From an optimization exercise on the open Yosys and OpenROAD flow, aimed at small area, a short achievable clock period and few clock cycles per item; shortcuts taken in it are not production practice. The RTL was checked by simulation tests, not by an equivalence proof against the original design.

==> run C <==
## modular_exponentiation
module modular_exponentiation
#(
   parameter int MODULUS_BITS  = 32,
   parameter int EXPONENT_BITS = 64
) (
   input  logic                      clock,
   input  logic                      reset,
   input  logic                      req_tvalid,
   output logic                      req_tready,
   input  logic [REQ_DATA_WIDTH-1:0] req_tdata,    
   output logic                      rsp_tvalid,
   input  logic                      rsp_tready,
   output logic [RESULT_WIDTH-1:0]   rsp_tdata,    
   input  logic                      csr_psel,
   input  logic                      csr_penable,
   input  logic                      csr_pwrite,
   input  logic [CSR_ADDR_WIDTH-1:0] csr_paddr,
   input  logic [CSR_DATA_WIDTH-1:0] csr_pwdata,
   output logic [CSR_DATA_WIDTH-1:0] csr_prdata,
   output logic                      csr_pready
);
   logic [2:0]               state_ff, state_in;
   logic [1:0]               op_ff, op_in;
   logic [31:0]              modulus_ff, modulus_in;
  ...
==> module mexp_mulmod, before the edit <==
module mexp_mulmod (
   input  logic [DW-1:0] s_in,
   input  logic [DW-1:0] c_in,
   input  logic [32:0]   a,        
   input  logic          d1,
   input  logic          i1,
   input  logic          d2,
   input  logic          i2,
   input  logic [31:0]   m,        
   output logic [DW-1:0] s_out,
   output logic [DW-1:0] c_out
);
   localparam int EW = 8;           
   logic [DW-1:0] a_ext, s2, c2, t1, t2, s1, c1, maj1, u1, sa, ca, majA;
   logic [DW-1:0] s2b, c2b, sb, cb, majB, u2, maj2;
   logic [EW-1:0] a1t, a2t, p2, ta;
   logic [EW-1:0] tk [0:4];
   logic [EW-1:0] est1;
   logic [EW-1:0] kq [0:4];
   logic [EW-1:0] est2 [0:4];
   logic          big;
   logic [4:0]    q1, q2;           
   logic [4:0]    q2c [0:4];
   function automatic logic [4:0] pick(logic [EW-1:0] est, logic big);
      logic neg, ge_t2, ge_m8, ge_tn;
      neg   = est[7];
      ge_t2 = !neg && ((est[6:5] != 2'b00) || (!big && est[4] && (est[3:2] != 2'b00)));
      ge_m8 = !neg || (est[6:3] == 4'b1111);
      ge_tn = !neg || (est[6:5] == 2'b11) || (big && est[6:3] == 4'b1011);
      pick  = {!ge_tn, ge_tn && !ge_m8, ge_m8 && neg, !neg && !ge_t2, ge_t2};
   endfunction
   function automatic logic [DW-1:0] qm(logic [4:0] q, logic [31:0] mv);
      qm = ({DW{q[0]}} & ~{2'b00, mv, 1'b0})
         | ({DW{q[1]}} & ~{3'b000, mv})
         | ({DW{q[3]}} &  {3'b000, mv})
         | ({DW{q[4]}} &  {2'b00, mv, 1'b0});
   endfunction
   always_comb begin
      a_ext   = {{(DW-33){a[32]}}, a};
      big     = m[30] || m[29];                                
      kq[0] = ~(EW'({1'b0, m[31:25]}));
      kq[1] = ~(EW'({2'b0, m[31:26]}));
      kq[2] = '0;
      kq[3] = EW'({2'b0, m[31:26]});
      kq[4] = EW'({1'b0, m[31:25]});
      a1t  = d1 ? a_ext[DW-1:DW-8] : '0;
      est1 = s_in[DW-2:DW-9] + c_in[DW-2:DW-9] + a1t;
      q1   = pick(est1, big);
      a2t = d1 ? a_ext[DW-2:DW-9] : '0;
      p2  = d2 ? a_ext[DW-1:DW-8] : '0;
      ta  = a2t + p2;
      for (int i = 0; i < 5; i++) begin
         tk[i]   = ta + kq[i];
         est2[i] = s_in[DW-3:DW-10] + c_in[DW-3:DW-10] + tk[i];
         q2c[i]  = pick(est2[i], big);
      end
      q2 = ({5{q1[0]}} & q2c[0]) | ({5{q1[1]}} & q2c[1]) | ({5{q1[2]}} & q2c[2])
         | ({5{q1[3]}} & q2c[3]) | ({5{q1[4]}} & q2c[4]);
      s2   = {s_in[DW-2:0], 1'b0};
      c2   = {c_in[DW-2:0], 1'b0};
      t1   = d1 ? a_ext : '0;
      s1   = s2 ^ c2 ^ t1;
      maj1 = (s2 & c2) | (s2 & t1) | (c2 & t1);
      c1   = {maj1[DW-2:0], i1};
      u1   = qm(q1, m);
      sa   = s1 ^ c1 ^ u1;
      majA = (s1 & c1) | (s1 & u1) | (c1 & u1);
      ca   = {majA[DW-2:0], q1[0] | q1[1]};
      t2   = d2 ? a_ext : '0;
      s2b  = {sa[DW-2:0], 1'b0};
      c2b  = {ca[DW-2:0], 1'b0};
      sb   = s2b ^ c2b ^ t2;
      majB = (s2b & c2b) | (s2b & t2) | (c2b & t2);
      cb   = {majB[DW-2:0], i2};
      u2   = qm(q2, m);
      s_out = sb ^ cb ^ u2;
      maj2  = (sb & cb) | (sb & u2) | (cb & u2);
      c_out = {maj2[DW-2:0], q2[0] | q2[1]};
   end
endmodule
make LEC_CHECK=0 CAP_MARGIN=20 CORE_MARGIN=2 CORE_UTILIZATION=55 SETUP_SLACK_MARGIN=5 SLEW_MARGIN=20 finish   # period 10.0 ns
run.sh (not shown) runs the stock make flow with config.mk's settings and CLKGATE_MAP_FILE= SYNTH_SCRIPT=/design/flow/synth_recipe.tcl, a recipe that flattens the netlist after the stock synthesis.
==> run R: changes against run C <==
--- a/flow/design.v
+++ b/flow/design.v
@@ -33,8 +33,9 @@
    localparam int EW = 8;           
    logic [DW-1:0] a_ext, s2, c2, t1, t2, s1, c1, maj1, u1, sa, ca, majA;
    logic [DW-1:0] s2b, c2b, sb, cb, majB, u2, maj2;
-   logic [EW-1:0] a1t, a2t, p2, ta;
-   logic [EW-1:0] tk [0:4];
+   logic [EW-1:0] a1t, a2t, p1, g1, p2, g2, p3, g3;
+   logic [EW-1:0] p4 [0:4];
+   logic [EW-1:0] g4 [0:4];
    logic [EW-1:0] est1;
    logic [EW-1:0] kq [0:4];
    logic [EW-1:0] est2 [0:4];
@@ -67,11 +68,15 @@
       est1 = s_in[DW-2:DW-9] + c_in[DW-2:DW-9] + a1t;
       q1   = pick(est1, big);
       a2t = d1 ? a_ext[DW-2:DW-9] : '0;
+      p1  = s_in[DW-3:DW-10] ^ c_in[DW-3:DW-10] ^ a2t;
+      g1  = {((s_in[DW-4:DW-10] & c_in[DW-4:DW-10]) | (s_in[DW-4:DW-10] & a2t[EW-2:0])
+            | (c_in[DW-4:DW-10] & a2t[EW-2:0])), 1'b0};
       p2  = d2 ? a_ext[DW-1:DW-8] : '0;
-      ta  = a2t + p2;
+      p3  = p1 ^ g1 ^ p2;
+      g3  = {((p1[EW-2:0] & g1[EW-2:0]) | (p1[EW-2:0] & p2[EW-2:0])
+            | (g1[EW-2:0] & p2[EW-2:0])), 1'b0};
       for (int i = 0; i < 5; i++) begin
-         tk[i]   = ta + kq[i];
-         est2[i] = s_in[DW-3:DW-10] + c_in[DW-3:DW-10] + tk[i];
+         est2[i] = p3 + g3 + kq[i];
          q2c[i]  = pick(est2[i], big);
       end
       q2 = ({5{q1[0]}} & q2c[0]) | ({5{q1[1]}} & q2c[1]) | ({5{q1[2]}} & q2c[2])
Settings changed: CORE_UTILIZATION 55 to 40, PLACE_DENSITY set to 0.7, SETUP_SLACK_MARGIN 5 to 4.5, TNS_END_PERCENT set to 5.
==> comparison table <==
	run C	run R
Status	timing/DRC/antenna clean	timing/DRC/antenna clean
Initial Utilization	55.68%	40.68%
Number of cells on the worst reg-to-reg path	27	24
Number of instances in the synthesized netlist	3112	3123
Critical Path Sink	sv_ff[20]	sv_ff[24]
Crit path required time	10.51 ns	10.46 ns
Simple-gate share of the synthesized area	20.75%	21.81%
Fraction of met1 tracks used by global routing	50.57%	38.59%
Final core occ	71.08%	49.58%
Routed via count	25730	24740
Dpl ws	3.498 ns	2.455 ns
Placed cell area	0.02815 sq mm	0.02745 sq mm
Clock latency at the later pin of the worst-skew pair	0.58 ns	0.59 ns
Footprint of the multi-input gates	0.01817 sq mm	0.01661 sq mm
Reg2reg end	sv_ff[20]	sv_ff[24]
Final design instance area without fill	0.03226 sq mm	0.03004 sq mm
Count of buffers not belonging to the clock network in the layout	392	346
Xor and xnor fraction of the mapped netlist area	3.932%	3.447%
Number of cells upsized or downsized after cts	246	112
Row cnt	78	90
Testbench counts of run C, summed over its fixed seeds: cycles 110,475, items 128.
Testbench counts of run R, summed over its fixed seeds: cycles 110,475, items 128.

-- static timing again, ports no longer ideal --
The results above use ideal ports. As a check the final layouts listed here were re-extracted and re-timed, cells and wires unchanged. Step 1: set_driving_cell puts a clkbuf_16 on clock and a buf_2 on each other input, an assumption about the parent block. Step 2, shift: input delay + t, output delay - t, t = (earliest + latest rising clock arrival at the registers) / 2. This alone moves slack from input paths to output paths. Slacks: no drivers / after step 1 / after step 2; pairs: no drivers / after step 1.
run	t, ns	setup WS [ns]	worst setup path after step 2	worst register clock-pin slew, ns	cell pins on the clock port's net
run C	0.621	4.137 / 4.137 / 4.137	register to register	0.06 / 0.06	1
run R	0.641	3.913 / 3.913 / 3.418	input to register	0.07 / 0.07	1
After both steps setup and hold are still met in every run listed. For run R, which loses most, drivers alone change the setup slack by 0.000 ns; drivers and shift together by -0.495 ns.
